This design comes from an exercise in tuning for small area on the open sky130 flow, not from production work. In this exercise RTL edits were held to simulation tests only and were not proved equivalent to the original. No activity file was given, so power comes from the tool's default toggle rates.

==> flow/design.v, too long to show whole: its modules and the start of the top module <==
// module voice: 114 lines
// module mixtree: 7157 lines
// module synth_top: 399 lines
module synth_top (
   input  logic        clk_100mhz,
   input  logic        sys_rst,
   input  logic [7:0]  keys,
   output logic        spk,
   output logic [15:0] audio_sample,
   output logic [7:0]  active_voices
);
  // ...
==> flow/flow/run.sh <==
#!/bin/bash
# Layout flow: the standard flow, except that synthesis maps the
# logic with an area-oriented ABC script (flow/abc_area2.script) instead
# of the speed script. The registers must come out exactly as the
# standard synthesis makes them; if they do not, the standard synthesis
# is used instead. Every tool's output goes to a log file in this folder.
set -uo pipefail
HERE=$PWD
R=$HERE/orfs/results/$FLOW_PLATFORM/synth_top/base

bash standard.sh synth > std_synth.log 2>&1 || { echo "standard synthesis failed"; exit 1; }
cp "$R/1_2_yosys.v" "$HERE/ref_1_2_yosys.v"

# 2. the same synthesis with the area ABC script
sed "s|log_cmd abc {\*}\$abc_args|log_cmd abc {*}[lreplace \$abc_args 1 1 $HERE/flow/abc_area2.script]|" \
   "$FLOW_HOME/scripts/synth.tcl" > "$HERE/area_synth_core.tcl"
if ! grep -q "abc_area2.script" "$HERE/area_synth_core.tcl"; then
   echo "could not patch synth.tcl; keeping the standard synthesis" > area_synth.log
else
   sed "s|source \$::env(SCRIPTS_DIR)/synth.tcl|source $HERE/area_synth_core.tcl|" \
      "$HERE/synth_recipe.tcl" > "$HERE/area_synth.tcl"
   mkdir -p "$HERE/std_results"
   cp -p "$R"/1_* "$HERE/std_results/"
   rm -f "$R/1_2_yosys.v" "$R/1_2_yosys.sdc" "$R/1_synth.odb" "$R/1_synth.sdc"
   if bash standard.sh SYNTH_SCRIPT="$HERE/area_synth.tcl" synth > area_synth.log 2>&1 \
      && python3 "$HERE/flow/same_regs.py" "$HERE/ref_1_2_yosys.v" "$R/1_2_yosys.v" > same_regs.log 2>&1; then
      echo "using the area synthesis" >> area_synth.log
   else
      echo "registers differ or synthesis failed; restoring the standard synthesis" >> area_synth.log
      rm -f "$R"/1_*
      cp -p "$HERE/std_results/"1_* "$R/"
   fi
fi

# 3. drivers of nets with 12 or more loads get the next drive strength
# of the same cell (registers keep their cell type, only stronger), so
# that placement needs fewer buffers on those nets
if python3 flow/upsize.py "$R/1_2_yosys.v" "$HERE/ups_1_2_yosys.v" \
      "$FLOW_HOME/platforms/$FLOW_PLATFORM/lib/sky130_fd_sc_hd__tt_025C_1v80.lib" 12 > upsize.log 2>&1 \
   && python3 flow/same_regs.py --any-drive "$HERE/ref_1_2_yosys.v" "$HERE/ups_1_2_yosys.v" >> upsize.log 2>&1; then
   cp "$HERE/ups_1_2_yosys.v" "$R/1_2_yosys.v"
   rm -f "$R/1_synth.odb" "$R/1_synth.sdc"
   bash standard.sh synth > ups_synth.log 2>&1 || { echo "synth_odb failed"; exit 1; }
   echo "using the upsized netlist" >> upsize.log
else
   echo "upsizing skipped" >> upsize.log
fi

# 4. the rest of the standard flow
bash standard.sh finish > std_finish.log 2>&1 || { echo "layout failed"; exit 1; }
==> flow/flow/abc_area2.script <==
&get -n
&st
&dch
&nf -R 1000
&st
&syn2
&dch
&nf -R 1000
&put
topo
stime -c
==> flow/flow/same_regs.py <==
# exit 0 if two gate-level netlists hold the same registers: same
# instance names, each of the same cell type
import re, sys

def regs(path):
    text = open(path).read()
    out = {}
    for cell, name in re.findall(r'^\s*(sky130_fd_sc_hd__\w*df\w*)\s+(\S+)\s*\(', text, re.M):
        out[name] = cell
    return out

any_drive = '--any-drive' in sys.argv
args = [x for x in sys.argv[1:] if x != '--any-drive']
a, b = regs(args[0]), regs(args[1])
if any_drive:
    a = {k: re.sub(r'_\d+$', '', v) for k, v in a.items()}
    b = {k: re.sub(r'_\d+$', '', v) for k, v in b.items()}
print(len(a), "registers in the reference,", len(b), "in the area synthesis")
if a != b:
    for k in sorted(set(a) | set(b)):
        if a.get(k) != b.get(k):
            print("differs:", k, a.get(k), b.get(k))
    sys.exit(1)
print("same registers")
==> flow/flow/upsize.py <==
# Give the drivers of high-fanout nets a stronger cell of the same
# function (same cell family, drive strength _1 -> _2), so that the
# placer does not have to buffer those nets. Nothing else changes.
import re, sys, collections

src, dst, lib = sys.argv[1], sys.argv[2], sys.argv[3]
MIN_FANOUT = int(sys.argv[4]) if len(sys.argv) > 4 else 12
cells = set(re.findall(r'cell\s*\(\s*"?(sky130_fd_sc_hd__\w+)"?\s*\)', open(lib).read()))
text = open(src).read()
inst_re = re.compile(r'^(\s*)(sky130_fd_sc_hd__\w+)(\s+)(\\\S+\s|\S+)(\s*\()(.*?)\);', re.M | re.S)
pin_re = re.compile(r'\.(\w+)\(\s*(\\\S+\s|[^()\s]+)\s*\)')
OUTS = {'Y', 'X', 'Q', 'SUM', 'COUT', 'HI', 'LO', 'Q_N'}
fanout = collections.Counter()
drv = {}
for m in inst_re.finditer(text):
    for p, n in pin_re.findall(m.group(6)):
        n = n.strip()
        if p in OUTS:
            drv.setdefault(m.group(4).strip(), []).append(n)
        else:
            fanout[n] += 1
swaps = collections.Counter()
def repl(m):
    cell, name = m.group(2), m.group(4).strip()
    fo = max([fanout[n] for n in drv.get(name, [])] + [0])
    if fo >= MIN_FANOUT and cell.endswith('_1'):
        new = cell[:-2] + '_2'
        if new in cells:
            swaps[cell + '->' + new] += 1
            return m.group(1) + new + m.group(3) + m.group(4) + m.group(5) + m.group(6) + ');'
    return m.group(0)
out = inst_re.sub(repl, text)
open(dst, 'w').write(out)
print(sum(swaps.values()), 'cells upsized:', dict(swaps))
==> flow/standard.sh <==
#!/bin/bash
# synth_recipe.tcl (not shown) runs the flow's synth.tcl, then flattens the netlist and writes it again
# the make line also repeats each setting of config.mk as NAME=value (left out here)
make -C /OpenROAD-flow-scripts/flow DESIGN_CONFIG=/design/flow/config.mk WORK_HOME=/design/flow/orfs CLKGATE_MAP_FILE= SYNTH_SCRIPT=/design/flow/synth_recipe.tcl "${@:-finish}"
==> flow/config.mk <==
export PLATFORM = sky130hd
export DESIGN_NAME = synth_top
export DESIGN_NICKNAME = synth_top
export VERILOG_FILES = /design/flow/design.v
export SDC_FILE = /design/flow/constraint.sdc
export NUM_CORES = 4
export LEC_CHECK = 0
export CAP_MARGIN = 10
export CORE_MARGIN = 2
export CORE_UTILIZATION = 55
export CTS_BUF_LIST = sky130_fd_sc_hd__clkbuf_16
export CTS_CLUSTER_DIAMETER = 100
export CTS_CLUSTER_SIZE = 20
export SLEW_MARGIN = 10
==> flow/constraint.sdc <==
create_clock -name core_clock -period 10.0 [get_ports {clk_100mhz}]
set_input_delay 2.0000 -clock core_clock [delete_from_list [all_inputs] [get_ports {clk_100mhz}]]
set_output_delay 2.0000 -clock core_clock [all_outputs]
set_load 0.01 [all_outputs]
==> notes.md, run 1 <==
outcome=complete, no violations; Tap Count=1794; Skew-Pair Late Insertion Delay=0.68 ns; bufs w/o clock=182; initial antenna violation count=4; Seq power=3.35 mW; Filler Cell Count=11.8k; Net Sw Frac=0.306; Area after DPL=0.0795 mm^2; H-Tree Level Count=2; Flop pwr share=0.493; clock-pin slew on the worst setup and hold paths=0.09 ns; gr ovfl total=0; fraction of area in multi-input gates=0.715; Seq Cell Count=755; leakage power=23.9 nW; GRT busiest layer=met2; Clk power=2.01 mW; syn_nets=8734; Fin. Hold Viols=0; post-place setup slack=0.325 ns; Total Wirelength=234 mm; CP Launch Type=flop; ANT nets after route=0; DR iter-0 viols=5539; kind of critical path=reg2reg; Critical Path AT=10.21 ns; inverters=720; wire length on met1=94.7 mm; Slowest-stage cell, CP=fa_1; Max Cap Viol=0
==> run 2: changes to the inputs <==
--- a/flow/flow/run.sh
+++ b/flow/flow/run.sh
@@ -32,11 +32,11 @@
    fi
 fi
 
-# 3. drivers of nets with 12 or more loads get the next drive strength
+# 3. drivers of nets with 8 or more loads get the next drive strength
 # of the same cell (registers keep their cell type, only stronger), so
 # that placement needs fewer buffers on those nets
 if python3 flow/upsize.py "$R/1_2_yosys.v" "$HERE/ups_1_2_yosys.v" \
-      "$FLOW_HOME/platforms/$FLOW_PLATFORM/lib/sky130_fd_sc_hd__tt_025C_1v80.lib" 12 > upsize.log 2>&1 \
+      "$FLOW_HOME/platforms/$FLOW_PLATFORM/lib/sky130_fd_sc_hd__tt_025C_1v80.lib" 8 > upsize.log 2>&1 \
    && python3 flow/same_regs.py --any-drive "$HERE/ref_1_2_yosys.v" "$HERE/ups_1_2_yosys.v" >> upsize.log 2>&1; then
    cp "$HERE/ups_1_2_yosys.v" "$R/1_2_yosys.v"
    rm -f "$R/1_synth.odb" "$R/1_synth.sdc"
==> run 2 against run 1 <==
Effect of this change: critical path type unchanged; clock skew shrank 0.0056 ns; combinational power is essentially flat; worst hold slack lost 0.0014 ns; via count shrank 0.21%; total power grew 0.52%; fmax grew 0.89%; register-to-register slack gained 0.08 ns; still clean on timing, DRC and antenna; non-clock buffer count grew 5; final cell count is essentially flat.
==> notes.md, run 2 <==
number of core rows=136 (unchanged); Final Util=0.591 (about the same); CP Launch Type=flop (unchanged); initial antenna violation count=7 (was 4); fin area=0.0811 mm^2 (was 0.0810 mm^2); leakage power=23.9 nW (about the same); port bufs=34 (unchanged); Setup Skew=0.0259 ns (was 0.0316 ns); CTS tree=done (unchanged); DRC viols=0 (unchanged); Root Driver=clkbuf_16 (unchanged); chip height=376 um (was 375 um); synthesized area=0.0759 mm^2 (about the same); # setup viols final=0 (unchanged); Area after DPL=0.0796 mm^2 (was 0.0795 mm^2); Pint=4.72 mW (was 4.71 mW); Top cell by count, worst path=fa_1 (unchanged); outcome=complete, no violations (unchanged); Worst Setup SP=u_v3.p[1]$_SDFFE_PP0P_ (unchanged); first-pass GRT wire length=364 mm (was 360 mm); PD cells=84.2 mW/mm^2 (was 83.8 mW/mm^2); Psw=2.11 mW (was 2.08 mW); Slew headroom=0.107 (was 0.105); Final period util=0.949 (was 0.958); Post-Synthesis Cells=7063 (unchanged); vias per std cell=6.06 (was 6.07); starting density of the core=0.553 (about the same); kind of critical path=reg2reg (unchanged); syn_nets=8734 (unchanged); H-Tree Level Count=2 (unchanged); Flop pwr share=0.493 (about the same); fmax=0.105 GHz (was 0.104 GHz); clock-pin slew on the worst setup and hold paths=0.09 ns (about the same); Ant. Diodes=0 (was 2); Area Overhead vs Synth=6.78% (was 6.74%); crit end category=flop (unchanged); largest stage delay on the critical path=0.54 ns (was 0.55 ns); DR iter-0 viols=5252 (was 5539); vias in the first global route=56.9k (about the same); Synth Area per Inst=10.8 um^2 (was 10.7 um^2); Critical Path AT=10.13 ns (was 10.21 ns); Core Footprint=0.137 mm^2 (about the same); TritonCTS Buffers=48 (unchanged); boundary pin count=35 (unchanged); Final #Nets=8962 (was 8957); max-slew violations=0 (unchanged); Max Cap Viol=0 (unchanged); pin count of the biggest net entering global routing=29 (unchanged); DIE WIDTH=376 um (was 375 um); FF-to-FF Start=u_v3.p[1]$_SDFFE_PP0P_ (unchanged); Vias=55.1k (was 55.2k); dpl hpwl=184 mm (was 182 mm); Die Area=0.141 mm^2 (about the same); Final GP Congestion=1.10 (was 1.07); RSZ-0062 raised after global routing=false (unchanged); layout cells sized above 1=0.0787 (was 0.0718); Fin. Hold Viols=0 (unchanged); commonest non-fill, non-tap cell in the layout=fa_1 (unchanged); combinational power share=0.210 (was 0.211); Worst Hold Class=reg2reg (unchanged); Clock Power Share=0.297 (was 0.296); worst-margin pin slew=1.33 ns (was 1.34 ns); worst hold start=cnt_q[3]$_DFF_P_ (was d3[5]$_DFF_P_); clk buf depth=3 (unchanged); final setup TNS=0 ns (unchanged); WL/cell=26.1 um (was 25.7 um); Peak VDD IR=0.142 mV (was 0.139 mV); Worst EP required=10.64 ns (was 10.63 ns); ANT nets after route=0 (unchanged); All-Layer GR Usage=0.343 (was 0.338); worst-path maximum fanout=16 (unchanged); CTS sink count=755 (unchanged); gr ovfl total=0 (unchanged); commonest cells after routing, fill and taps aside=fa_1, xnor2_1, a22oi_1 (unchanged); drt first pass iters=8 (was 7); Slowest-stage cell, CP=fa_1 (unchanged); Ys Warns=9 (unchanged); Net Sw Frac=0.309 (was 0.306); Total Wirelength=237 mm (was 234 mm); Skew-Pair Late Insertion Delay=0.70 ns (was 0.68 ns); minimum clock period after layout=9.49 ns (was 9.58 ns)
## run 2: area by class of cell
class / instances / area [um^2]
Tap cell: 1794 / 2240
Sequential cell: 755 / 15300
Fill cell: 12000 / 56200
Timing Repair Buffer: 187 / 1490
Clock buffer: 48 / 1200
Multi-Input combinational cell: 5579 / 57900
Inverter: 720 / 2720
Clock inverter: 14 / 195
## run 2: layer usage
| layer | part of all wire | global-route usage | up-vias | wire, um |
|---|---|---|---|---|
| li1 | - | - | 24000 | - |
| met2 | 0.44 | 0.521 | 2615 | 104000 |
| met3 | 0.095 | 0.0742 | 595 | 22600 |
| met1 | 0.40 | 0.464 | 27900 | 95600 |
| met5 | 0.00027 | 0 | - | 64 |
| met4 | 0.062 | 0.178 | 10 | 14700 |
## run 2: final timing paths
| kind | to | cells past startpoint | slack [ns] |
|---|---|---|---|
| setup / recovery | ra_q[2]$_DFF_P_ | 26 | 0.51 |
| hold / removal | cnt_q2[3]$_DFF_P_ | 0 | 0.33 |
| setup reg to reg | ra_q[2]$_DFF_P_ | 26 | 0.51 |
| hold reg to reg | cnt_q2[3]$_DFF_P_ | 0 | 0.33 |
## run 2: critical path: cells and delay by family, from the launching register on
| family | cells | cell delay [ns] |
|---|---|---|
| AO/OA/AOI/OAI | 5 | 1.03 |
| AND/OR/NAND/NOR | 1 | 0.11 |
| multiplexers | 1 | 0.33 |
| flip-flops | 1 | 0.50 |
| adder cells (fa/ha/maj) | 15 | 6.84 |
| buffers and inverters | 3 | 0.43 |
| XOR/XNOR | 1 | 0.19 |
## run 2: metrics by stage
| stage | std cells | power, mW | setup WS [ns] | hold slack (ns) |
|---|---|---|---|---|
| global placement | 9034 | 4.85 | 0.508 | 0.310 |
| detailed placement | 9034 | 4.87 | 0.391 | 0.312 |
| global route | 9097 | 7.27 | 0.00117 | 0.339 |
| finish | 9097 | 6.83 | 0.506 | 0.328 |
| CTS | 9096 | 6.93 | 0.286 | 0.331 |
| floorplan | 7063 | 4.48 | 0.863 | 0.310 |
## run 2: power by group through the flow
stage                     clock (mW)  combinational, mW  sequential [mW]
final                           2.03               1.43             3.36
after global routing            2.22               1.67             3.39
after CTS                       2.12               1.45             3.36
after detailed placement           0               1.44             3.43
after global placement             0               1.42             3.43
after floorplan                    0               1.10             3.38
## run 2: what timing repair did
action,in CTS,in global routing
hold buffers,0,0
setup buffers,0,1
setup endpoints to repair,0,6
resized for setup,0,14
==> run 3: changes to the inputs <==
--- a/flow/flow/run.sh
+++ b/flow/flow/run.sh
@@ -32,18 +32,19 @@
    fi
 fi
 
-# 3. drivers of nets with 8 or more loads get the next drive strength
-# of the same cell (registers keep their cell type, only stronger), so
-# that placement needs fewer buffers on those nets
-if python3 flow/upsize.py "$R/1_2_yosys.v" "$HERE/ups_1_2_yosys.v" \
-      "$FLOW_HOME/platforms/$FLOW_PLATFORM/lib/sky130_fd_sc_hd__tt_025C_1v80.lib" 8 > upsize.log 2>&1 \
-   && python3 flow/same_regs.py --any-drive "$HERE/ref_1_2_yosys.v" "$HERE/ups_1_2_yosys.v" >> upsize.log 2>&1; then
-   cp "$HERE/ups_1_2_yosys.v" "$R/1_2_yosys.v"
-   rm -f "$R/1_synth.odb" "$R/1_synth.sdc"
-   bash standard.sh synth > ups_synth.log 2>&1 || { echo "synth_odb failed"; exit 1; }
-   echo "using the upsized netlist" >> upsize.log
+if [ "$(md5sum < "$R/1_2_yosys.v" | cut -c1-32)" = "$(cat flow/pol_in.md5)" ]; then
+   if python3 flow/polarity.py "$R/1_2_yosys.v" "$HERE/pol_1_2_yosys.v" > polarity.log 2>&1 \
+      && [ "$(md5sum < "$HERE/pol_1_2_yosys.v" | cut -c1-32)" = "$(cat flow/pol_out.md5)" ] \
+      && python3 "$HERE/flow/same_regs.py" "$HERE/ref_1_2_yosys.v" "$HERE/pol_1_2_yosys.v" >> polarity.log 2>&1; then
+      cp "$HERE/pol_1_2_yosys.v" "$R/1_2_yosys.v"
+      rm -f "$R/1_synth.odb" "$R/1_synth.sdc"
+      bash standard.sh synth > pol_synth.log 2>&1 || { echo "synth_odb failed"; exit 1; }
+      echo "using the polarity netlist" >> polarity.log
+   else
+      echo "polarity result not the checked one; netlist left as it was" >> polarity.log
+   fi
 else
-   echo "upsizing skipped" >> upsize.log
+   echo "netlist is not the one polarity.py was checked on; left as it was" > polarity.log
 fi
 
 # 4. the rest of the standard flow
==> flow/flow/pol_in.md5 (new file) <==
03c85ff49832415a993dece588a2138d
==> flow/flow/pol_out.md5 (new file) <==
01297a2877b97ef253e8a5980e7ca9fb
==> flow/flow/polarity.py (new file) <==
# Remove inverters around full adders. A full adder is self-dual: with
# all three inputs inverted it gives both outputs inverted. Each full
# adder may therefore work on inverted values; this picks, adder by
# adder, the choice that needs the fewest inverters, then rewrites the
# netlist. Inverters feeding xor2/xnor2 inputs are absorbed by swapping
# the gate between xor2 and xnor2. Registers and all other cells are
# left as they are.
import re, sys, collections

src, dst = sys.argv[1], sys.argv[2]
text = open(src).read()

mod_m = re.search(r'^module\s+(\S+)\s*\((.*?)\);', text, re.M | re.S)
inst_re = re.compile(r'^(\s*)(sky130_fd_sc_hd__\w+)\s+(\\\S+\s|\S+)\s*\((.*?)\);\n', re.M | re.S)
pin_re = re.compile(r'\.(\w+)\(\s*(\\\S+\s|[^()\s]+)\s*\)')

insts = []
for m in inst_re.finditer(text):
    pins = [(p, n.strip()) for p, n in pin_re.findall(m.group(4))]
    insts.append({'span': m.span(), 'cell': m.group(2), 'name': m.group(3).strip(), 'pins': pins})

OUTS = {'Y', 'X', 'Q', 'SUM', 'COUT', 'HI', 'LO', 'Q_N'}
def is_inv(c): return re.match(r'sky130_fd_sc_hd__(clk)?inv_\d+$', c) is not None
def is_fa(c): return re.match(r'sky130_fd_sc_hd__fa_\d+$', c) is not None
def is_x2(c): return re.match(r'sky130_fd_sc_hd__x(n)?or2_\d+$', c) is not None

driver = {}
for i, d in enumerate(insts):
    for p, n in d['pins']:
        if p in OUTS:
            driver[n] = (i, p)

# base net and polarity of every net through inverter chains
def base(n):
    pol = 0
    while n in driver and is_inv(insts[driver[n][0]]['cell']):
        i = driver[n][0]
        n = dict(insts[i]['pins'])['A']
        pol ^= 1
    return n, pol

body_wo_insts = inst_re.sub('', text)
other_uses = collections.Counter()
tok_re = re.compile(r'\\\S+\s|[A-Za-z_][\w$]*(?:\[\d+\])?')
for st in re.findall(r'^\s*assign\s+(.*?);', body_wo_insts, re.M | re.S):
    for tok in tok_re.findall(st + ' '):
        other_uses[tok.strip()] += 1
ports = set()
for st in re.findall(r'^\s*(?:input|output)\s+(.*?);', body_wo_insts, re.M | re.S):
    rng = re.match(r'\[(\d+):(\d+)\]\s*(.*)', st.strip())
    if rng:
        hi, lo, nm = int(rng.group(1)), int(rng.group(2)), rng.group(3).strip()
        for k in range(min(hi, lo), max(hi, lo) + 1):
            ports.add(f"{nm}[{k}]")
        ports.add(nm)
    else:
        ports.add(st.strip())
for p_ in ports:
    other_uses[p_] += 1

sinks = collections.defaultdict(list)   # base net -> list of (inst, pin, pol, kind)
for i, d in enumerate(insts):
    c = d['cell']
    if is_inv(c):
        continue
    for p, n in d['pins']:
        if p in OUTS:
            continue
        b, pol = base(n)
        kind = 'fa' if is_fa(c) else ('x2' if is_x2(c) else 'fixed')
        sinks[b].append((i, p, pol, kind))
# inverter outputs used outside cells: keep as fixed sinks of their base
inv_out_nets = {n for i, d in enumerate(insts) if is_inv(d['cell']) for p, n in d['pins'] if p in OUTS}
for n in inv_out_nets:
    if other_uses[n] > 0:
        b, pol = base(n)
        sinks[b].append((None, n, pol, 'fixed'))
for n in list(driver):
    if other_uses[n] > 0 and n not in inv_out_nets:
        sinks[n].append((None, n, 0, 'fixed'))

fa_ids = [i for i, d in enumerate(insts) if is_fa(d['cell'])]
pi = {i: 0 for i in fa_ids}
fa_out = {i: [n for p, n in insts[i]['pins'] if p in ('SUM', 'COUT')] for i in fa_ids}
fa_in = {i: [base(n)[0] for p, n in insts[i]['pins'] if p in ('A', 'B', 'CIN')] for i in fa_ids}
# an adder whose output drives something other than cells is not flipped
frozen = {i for i in fa_ids if any(other_uses[n] > 0 for n in fa_out[i])}

def src_pol(b):
    if b in driver:
        i = driver[b][0]
        if i in pi:
            return pi[i]
    return 0

def net_needs_inv(b):
    sp = src_pol(b)
    for (i, p, pol, kind) in sinks.get(b, []):
        if kind == 'x2':
            continue
        want = pol ^ (pi[i] if kind == 'fa' else 0)
        if want != sp:
            return 1
    return 0

def local_cost(i):
    nets = set(fa_out[i]) | set(fa_in[i])
    return sum(net_needs_inv(b) for b in nets)

before = sum(net_needs_inv(b) for b in sinks)
for it in range(20):
    changed = 0
    for i in fa_ids:
        if i in frozen:
            continue
        c0 = local_cost(i)
        pi[i] ^= 1
        c1 = local_cost(i)
        if c1 < c0:
            changed += 1
        else:
            pi[i] ^= 1
    if not changed:
        break
import random
random.seed(1)
cur = sum(net_needs_inv(b) for b in sinks)
best = cur; best_pi = dict(pi)
T = 1.0
free = [i for i in fa_ids if i not in frozen]
for step in range(200000):
    i = random.choice(free)
    c0 = local_cost(i)
    pi[i] ^= 1
    c1 = local_cost(i)
    d = c1 - c0
    if d <= 0 or random.random() < pow(2.718, -d / T):
        cur += d
        if cur < best:
            best = cur; best_pi = dict(pi)
    else:
        pi[i] ^= 1
    T = max(0.05, 1.0 - step / 150000)
pi.update(best_pi)
after = sum(net_needs_inv(b) for b in sinks)
n_inv = sum(1 for d in insts if is_inv(d['cell']))
print(f"inverters: {n_inv} in the netlist; needed before {before}, after {after}; flipped {sum(pi.values())} adders", file=sys.stderr)

# rewrite
newnet = {}
new_insts = []
def inv_of(b):
    if b not in newnet:
        k = len(newnet)
        newnet[b] = f"polinv_n{k}"
        new_insts.append(f"  sky130_fd_sc_hd__inv_1 polinv_{k} (\n    .A({b if not b.startswith(chr(92)) else b + ' '}),\n    .Y(polinv_n{k})\n  );\n")
    return newnet[b]

def fmt(n):
    return n + ' ' if n.startswith('\\') else n

conn = {}       # (inst, pin) -> net
celltype = {}
for b, lst in sinks.items():
    sp = src_pol(b)
    for (i, p, pol, kind) in lst:
        if i is None:
            continue
        if kind == 'x2':
            # connect to the base net; the xor/xnor parity absorbs it
            conn[(i, p)] = b
            if pol ^ sp:
                celltype[i] = celltype.get(i, 0) ^ 1
        else:
            want = pol ^ (pi[i] if kind == 'fa' else 0)
            conn[(i, p)] = b if want == sp else inv_of(b)
# nets used outside cells that came from inverters: keep a driver for them
keep_inv_nets = {}
for b, lst in sinks.items():
    sp = src_pol(b)
    for (i, n, pol, kind) in lst:
        if i is None:
            if n in inv_out_nets or pol != sp:
                keep_inv_nets[n] = (b, pol ^ sp)

out = []
pos = 0
for i, d in enumerate(insts):
    s, e = d['span']
    out.append(text[pos:s])
    pos = e
    c = d['cell']
    if is_inv(c):
        continue
    if i in celltype and celltype[i]:
        c = c.replace('xnor2', 'TMPX').replace('xor2', 'xnor2').replace('TMPX', 'xor2')
    pins = []
    swapped = i in celltype and celltype[i]
    for p, n in d['pins']:
        if (i, p) in conn:
            n = conn[(i, p)]
        if swapped and p in ('X', 'Y'):
            p = 'Y' if 'xnor2' in c else 'X'
        pins.append(f"    .{p}({fmt(n)})")
    out.append(f"  {c} {fmt(d['name'])} (\n" + ",\n".join(pins) + "\n  );\n")
out.append(text[pos:])
res = "".join(out)
# drivers for nets used outside cells
extra = []
for k, (n, (b, inv)) in enumerate(sorted(keep_inv_nets.items())):
    if n == b and not inv:
        continue
    if inv:
        extra.append(f"  sky130_fd_sc_hd__inv_1 polkeep_{k} (\n    .A({fmt(b)}),\n    .Y({fmt(n)})\n  );\n")
    else:
        extra.append(f"  sky130_fd_sc_hd__buf_1 polkeep_{k} (\n    .A({fmt(b)}),\n    .X({fmt(n)})\n  );\n")
decl = "".join(f"  wire polinv_n{k};\n" for k in range(len(newnet)))
i_end = res.rindex('endmodule')
res = res[:i_end] + "".join(new_insts) + "".join(extra) + res[i_end:]
# declarations after the port list
m = re.search(r'^module\s+\S+\s*\(.*?\);\n', res, re.M | re.S)
res = res[:m.end()] + decl + res[m.end():]
open(dst, 'w').write(res)
print(f"wrote {dst}: {len(newnet)} inverters, {len(extra)} kept drivers", file=sys.stderr)
--- a/flow/flow/same_regs.py
+++ b/flow/flow/same_regs.py
@@ -9,12 +9,7 @@
         out[name] = cell
     return out
 
-any_drive = '--any-drive' in sys.argv
-args = [x for x in sys.argv[1:] if x != '--any-drive']
-a, b = regs(args[0]), regs(args[1])
-if any_drive:
-    a = {k: re.sub(r'_\d+$', '', v) for k, v in a.items()}
-    b = {k: re.sub(r'_\d+$', '', v) for k, v in b.items()}
+a, b = regs(sys.argv[1]), regs(sys.argv[2])
 print(len(a), "registers in the reference,", len(b), "in the area synthesis")
 if a != b:
     for k in sorted(set(a) | set(b)):
--- a/flow/config.mk
+++ b/flow/config.mk
@@ -5,10 +5,10 @@
 export SDC_FILE = /design/flow/constraint.sdc
 export NUM_CORES = 4
 export LEC_CHECK = 0
-export CAP_MARGIN = 10
+export CAP_MARGIN = 20
 export CORE_MARGIN = 2
 export CORE_UTILIZATION = 55
 export CTS_BUF_LIST = sky130_fd_sc_hd__clkbuf_16
 export CTS_CLUSTER_DIAMETER = 100
 export CTS_CLUSTER_SIZE = 20
-export SLEW_MARGIN = 10
+export SLEW_MARGIN = 20
removed: flow/flow/upsize.py
==> run 3 against run 2 <==
Effect of this change: still clean; worst setup slack got worse by 0.30 ns; global-route usage rose by 0.26 points; wire length fell by 1.4%; utilization rose by 2.0 points; synthesized cell count fell by 2.0%; worst hold slack improved by 0.0018 ns; critical path depth rose by 10; area after synthesis fell by 2.0%; critical endpoint is now u_v5.lv[31]$_SDFF_PP0_.
==> notes.md, run 3 <==
FF-to-FF Start=gate[5]$_SDFF_PP0_ (was u_v3.p[1]$_SDFFE_PP0P_); clk buf depth=3 (unchanged); Critical Path AT=10.39 ns (was 10.13 ns); Root Driver=clkbuf_16 (unchanged); Fin. Hold Viols=0 (unchanged); Worst Setup SP=gate[5]$_SDFF_PP0_ (was u_v3.p[1]$_SDFFE_PP0P_); Slew headroom=0.187 (was 0.107); Filler Cell Count=11.3k (was 12.0k); syn_nets=8595 (was 8734); CTS Hold Buffers Added=0 (unchanged); max-slew violations=0 (unchanged); number of core rows=134 (was 136); Final #Nets=9012 (was 8962); Vias=55.2k (was 55.1k); crit end category=flop (unchanged); Ys Warns=9 (unchanged); gr ovfl total=0 (unchanged); synthesized area=0.0744 mm^2 (was 0.0759 mm^2); dpl hpwl=183 mm (was 184 mm); TritonCTS Buffers=48 (unchanged); Max Cap Viol=0 (unchanged); DR iter-0 viols=5040 (was 5252); first-pass GRT wire length=358 mm (was 364 mm); Final GP Congestion=1.09 (was 1.10); Slowest-stage cell, CP=fa_2 (was fa_1); CP Launch Type=flop (unchanged); Setup Skew=0.0435 ns (was 0.0259 ns); Area after DPL=0.0800 mm^2 (was 0.0796 mm^2); Core Footprint=0.134 mm^2 (was 0.137 mm^2); # setup viols final=0 (unchanged); initial antenna violation count=3 (was 7); chip height=372 um (was 376 um); DRC viols=0 (unchanged); CTS sink count=755 (unchanged); All-Layer GR Usage=0.346 (was 0.343); Peak VDD IR=0.152 mV (was 0.142 mV); PD cells=83.4 mW/mm^2 (was 84.2 mW/mm^2); WL/cell=25.7 um (was 26.1 um); Area Overhead vs Synth=9.93% (was 6.78%); CTS tree=done (unchanged); commonest cells after routing, fill and taps aside=fa_1, xnor2_1, dfxtp_1 (was fa_1, xnor2_1, a22oi_1); RSZ-0062 raised after global routing=true (was false); Die Area=0.138 mm^2 (was 0.141 mm^2); vias per std cell=6.06 (about the same); Skew-Pair Late Insertion Delay=0.69 ns (was 0.70 ns); Final period util=0.980 (was 0.949); kind of critical path=reg2reg (unchanged); worst-path maximum fanout=2 (was 16); drt first pass iters=6 (was 8); Post-Synthesis Cells=6924 (was 7063); Worst Hold Class=reg2reg (unchanged); H-Tree Level Count=2 (unchanged); commonest non-fill, non-tap cell in the layout=fa_1 (unchanged); Total Wirelength=234 mm (was 237 mm); fin area=0.0818 mm^2 (was 0.0811 mm^2); final hold slack=0.330 ns (was 0.328 ns); minimum clock period after layout=9.80 ns (was 9.49 ns); vias in the first global route=56.8k (was 56.9k); ANT nets after route=0 (unchanged); boundary pin count=35 (unchanged); leakage power=26.3 nW (was 23.9 nW); layout cells sized above 1=0.0851 (was 0.0787); port bufs=34 (unchanged); Synth Area per Inst=10.8 um^2 (about the same); pin count of the biggest net entering global routing=31 (was 29); Worst EP required=10.60 ns (was 10.64 ns); Top cell by count, worst path=fa_2 (was fa_1); Total Power=6.83 mW (about the same); clock-pin slew on the worst setup and hold paths=0.08 ns (was 0.09 ns); largest stage delay on the critical path=0.41 ns (was 0.54 ns); fmax=0.102 GHz (was 0.105 GHz); worst-margin pin slew=1.22 ns (was 1.33 ns); outcome=complete, no violations (unchanged); starting density of the core=0.556 (was 0.553); DIE WIDTH=372 um (was 376 um); worst hold start=d3[5]$_DFF_P_ (was cnt_q[3]$_DFF_P_)
==> run 3: metrics by stage <==
step,utilization,worst slack (ns),instances,setup TNS (ns)
final,0.611,0.204,9122,0
after global routing,0.611,-0.0602,9121,-0.0750
after CTS,0.608,0.0150,9115,0
after detailed placement,0.597,-0.407,9053,-4.58
after global placement,0.597,-0.294,9053,-1.70
after floorplan,-,-0.0186,6924,-0.0186
==> run 3: final cells by class <==
class | count | area [um^2] | area share
antenna | 1 | 2.50 | 0.0000306
clock buffer | 48 | 1200 | 0.0147
clock inverter | 14 | 208 | 0.00254
inverter | 581 | 2180 | 0.0266
multi-input combinational | 5579 | 58000 | 0.709
sequential | 755 | 15100 | 0.185
tap | 1768 | 2210 | 0.0270
timing repair buffer | 376 | 2910 | 0.0356
==> run 3: per-layer routing <==
layer	vias up	share of wire	global-route usage
met5	-	0.00012	0
met4	4	0.063	0.183
met3	616	0.096	0.0810
met2	2597	0.44	0.526
met1	28000	0.40	0.461
li1	24100	-	-
==> run 3: worst max-delay path, delay by kind of cell (launching register included) <==
family,cells,cell delay (ns)
buf+inv,1,0.05
simple gates,8,0.89
compound gates,3,0.34
flops,1,0.33
fa+ha+maj,24,8.12
==> run 3: final timing paths <==
check	cells past startpoint	endpoint	slack, ns
hold reg to reg	0	d4[5]$_DFF_P_	0.33
setup / recovery	36	u_v5.lv[31]$_SDFF_PP0_	0.20
hold / removal	0	d4[5]$_DFF_P_	0.33
setup reg to reg	36	u_v5.lv[31]$_SDFF_PP0_	0.20
==> run 3: timing repair <==
item / CTS / global route
gates cloned: 0 / 0
pin swaps: 5 / 26
setup buffers: 0 / 5
gates resized for setup: 46 / 94
hold endpoints to repair: 0 / 0
endpoints found under the setup margin: 31 / 40
==> run 3: report_power, final <==
part,total [mW],internal (mW),switching (mW)
combinational,1.45,0.605,0.843
clock,2.03,0.914,1.11
sequential,3.35,3.20,0.150
total,6.83,4.72,2.11
==> run 4: changes to the inputs <==
--- a/flow/config.mk
+++ b/flow/config.mk
@@ -7,8 +7,9 @@
 export LEC_CHECK = 0
 export CAP_MARGIN = 20
 export CORE_MARGIN = 2
-export CORE_UTILIZATION = 55
+export CORE_UTILIZATION = 65
 export CTS_BUF_LIST = sky130_fd_sc_hd__clkbuf_16
 export CTS_CLUSTER_DIAMETER = 100
 export CTS_CLUSTER_SIZE = 20
+export GPL_TIMING_DRIVEN = 0
 export SLEW_MARGIN = 20
==> run 4 against run 3 <==
Effect of this change: worst setup slack worse by 0.056 ns; total power down 0.84%; still clean on timing, DRC and antenna; highest routed layer unchanged; first-iteration DRC count up 26%.
==> notes.md, run 4 <==
CP Launch Type=flop (unchanged); commonest cells after routing, fill and taps aside=fa_1, xnor2_1, a22oi_1 (was fa_1, xnor2_1, dfxtp_1); cell count along the critical path=36 (unchanged); initial antenna violation count=6 (was 3); Top Family by Delay on Critical Path=adder cells (unchanged); Skew-Pair Late Insertion Delay=0.67 ns (was 0.69 ns); vias in the first global route=57.7k (was 56.8k); ANT nets after route=0 (unchanged); Top cell by count, worst path=fa_2 (unchanged); Vias=56.0k (was 55.2k); synthesized area=0.0744 mm^2 (unchanged); Root Driver=clkbuf_16 (unchanged); Final #Nets=8862 (was 9012); final setup TNS=0 ns (unchanged); largest stage delay on the critical path=0.39 ns (was 0.41 ns); Ys Warns=9 (unchanged); pin count of the biggest net entering global routing=30 (was 31); worst r2r path cells=36 (unchanged); Area Overhead vs Synth=9.70% (was 9.93%); starting density of the core=0.653 (was 0.556); non-filler cells in the finished layout=8713 (was 9122); fin area=0.0817 mm^2 (was 0.0818 mm^2); chip height=342 um (was 372 um); CTS sink count=755 (unchanged); vias per std cell=6.43 (was 6.06); TritonCTS Buffers=45 (was 48); Worst Setup EP=u_v7.lv[31]$_SDFF_PP0_ (was u_v5.lv[31]$_SDFF_PP0_); boundary pin count=35 (unchanged); max-slew violations=0 (unchanged); Die Area=0.117 mm^2 (was 0.138 mm^2); fmax=0.102 GHz (about the same); number of core rows=124 (was 134); clk buf depth=3 (unchanged); dpl cells=8629 (was 9053); dpl hpwl=179 mm (was 183 mm); Worst Hold Class=reg2reg (unchanged); kind of critical path=reg2reg (unchanged); FF-to-FF Start=gate[7]$_SDFF_PP0_ (was gate[5]$_SDFF_PP0_); Core Footprint=0.114 mm^2 (was 0.134 mm^2); GRT busiest layer=met2 (unchanged); met2 Use GR=0.609 (was 0.526); DIE WIDTH=342 um (was 372 um); leakage power=25.7 nW (was 26.3 nW); Final period util=0.985 (was 0.980); RSZ-0062 raised after global routing=true (unchanged); crit end category=flop (unchanged); CTS tree=done (unchanged); PD cells=82.9 mW/mm^2 (was 83.4 mW/mm^2); port bufs=34 (unchanged); minimum clock period after layout=9.85 ns (was 9.80 ns); layout cells sized above 1=0.0872 (was 0.0851); R2R setup slack=0.15 ns (was 0.20 ns); outcome=complete, no violations (unchanged); GR Layer Usage met1=0.521 (was 0.461); Area after DPL=0.0795 mm^2 (was 0.0800 mm^2); worst flop-to-flop path endpoint=u_v7.lv[31]$_SDFF_PP0_ (was u_v5.lv[31]$_SDFF_PP0_); Worst Setup SP=gate[7]$_SDFF_PP0_ (was gate[5]$_SDFF_PP0_); Fin. Hold Viols=0 (unchanged); clock-pin slew on the worst setup and hold paths=0.09 ns (was 0.08 ns); # setup viols final=0 (unchanged); met3 usage=0.105 (was 0.0810); Slew headroom=0.0980 (was 0.187); drt first pass iters=7 (was 6); DR iter-0 viols=6357 (was 5040); All-Layer GR Usage=0.395 (was 0.346); commonest non-fill, non-tap cell in the layout=fa_1 (unchanged); Final GP Congestion=1.08 (was 1.09); Post-Synthesis Cells=6924 (unchanged); WL/cell=26.1 um (was 25.7 um); Synth Area per Inst=10.8 um^2 (unchanged); Setup Skew=0.0220 ns (was 0.0435 ns); first-pass GRT wire length=349 mm (was 358 mm); Slowest-stage cell, CP=or3b_4 (was fa_2); Crit path buffers/inverters=2 (was 1); CTS Hold Buffers Added=0 (unchanged); syn_nets=8595 (unchanged); H-Tree Level Count=2 (unchanged); gr ovfl total=0 (unchanged); Final Util=0.716 (was 0.611); Critical Path AT=10.41 ns (was 10.39 ns); Total Wirelength=228 mm (was 234 mm); Peak VDD IR=0.145 mV (was 0.152 mV); Filler Cell Count=8266 (was 11.3k); worst-path maximum fanout=3 (was 2); worst-margin pin slew=1.35 ns (was 1.22 ns); Worst EP required=10.56 ns (was 10.60 ns); DRC viols=0 (unchanged); Max Cap Viol=0 (unchanged)
[run 4: layout make-up]
class	count	area, um^2	share of cell area
flip-flops and latches	755	15200	0.186
inverters	581	2190	0.0268
multi-input cells	5579	58500	0.717
repair buffers	218	2500	0.0307
well taps	1512	1890	0.0232
diodes	1	2.50	0.0000306
clock inverters	11	154	0.00188
clock buffers	45	1130	0.0138
repair inverters	2	10.0	0.000123
plain buffers	9	63.8	0.000781
[run 4: worst register-to-register path: cells and delay by family, from the launching register on]
kind            cells  cell delay [ns]
compound gates      4             0.46
fa+ha+maj          24             7.85
buf+inv             2             0.13
simple gates        6             0.95
flops               1             0.37
[run 4: report_power, final]
group / total, mW / internal [mW] / switching, mW / leakage (nW)
logic: 1.49 / 0.622 / 0.872 / 18.9
clock network: 1.92 / 0.854 / 1.06 / 0.634
registers: 3.36 / 3.20 / 0.159 / 6.14
total: 6.77 / 4.67 / 2.09 / 25.7
[run 4: per-stage QoR]
stage	setup slack (ns)	hold slack [ns]	total power [mW]
final	0.148	0.329	6.77
after global routing	-0.105	0.337	7.14
after CTS	0.00200	0.331	6.82
after detailed placement	-1.28	0.312	4.90
after global placement	-2.11	0.310	4.81
after floorplan	-0.0186	0.310	4.42
[run 4: timing repair]
action / CTS / global route
setup endpoints to repair: 52 / 36
resized for setup: 118 / 115
pin swaps: 9 / 30
cloned: 1 / 1
setup buffers: 8 / 17
[run 4: how the worst min path moves through the flow]
stage	startpoint	end	slack, ns	depth (start not counted)
floorplan	cnt_q[0]$_DFF_P_	cnt_q2[0]$_DFF_P_	0.31	0
global placement	cnt_q[1]$_DFF_P_	cnt_q2[1]$_DFF_P_	0.31	0
detailed placement	cnt_q[0]$_DFF_P_	cnt_q2[0]$_DFF_P_	0.31	0
CTS	d3[4]$_DFF_P_	d4[4]$_DFF_P_	0.33	0
global route	d3[11]$_DFF_P_	d4[11]$_DFF_P_	0.34	0
finish	d3[4]$_DFF_P_	d4[4]$_DFF_P_	0.33	0
[run 4: per-layer routing]
layer	up-vias	wire length, um
li1	23800	-
met1	28100	85100
met2	3343	102000
met3	805	26500
met4	8	14100
met5	-	49

-- static timing again, ports no longer ideal --
How much do the figures lean on ideal ports? The routed layouts below were timed once more, with nothing changed but the port constraints.
Step 1 sets driving cells, clkbuf_16 on the clock port and buf_2 on the other inputs (assumed; they add their load-dependent delay and slew).
Step 2 times the ports against the registers' clock, not the clock port: input delays grow and output delays shrink by t, the midpoint of the rising clock arrivals with the driver on.
Three values: no drivers, after step 1, after step 2; two values: the first two.
run | shift t [ns] | setup slack, ns | hold WS [ns] | clock arrival spread, ns | cell pins on the clock port's net
run 1 | 0.750 | 0.421 / 0.421 / 0.421 | 0.330 / 0.330 / 0.330 | 0.036 / 0.036 | 1
run 2 | 0.771 | 0.506 / 0.506 / 0.506 | 0.328 / 0.328 / 0.328 | 0.026 / 0.026 | 1
run 3 | 0.742 | 0.204 / 0.204 / 0.204 | 0.330 / 0.330 / 0.330 | 0.043 / 0.043 | 1
run 4 | 0.744 | 0.148 / 0.148 / 0.148 | 0.329 / 0.329 / 0.329 | 0.029 / 0.029 | 1
After both steps every run listed still meets setup and hold.
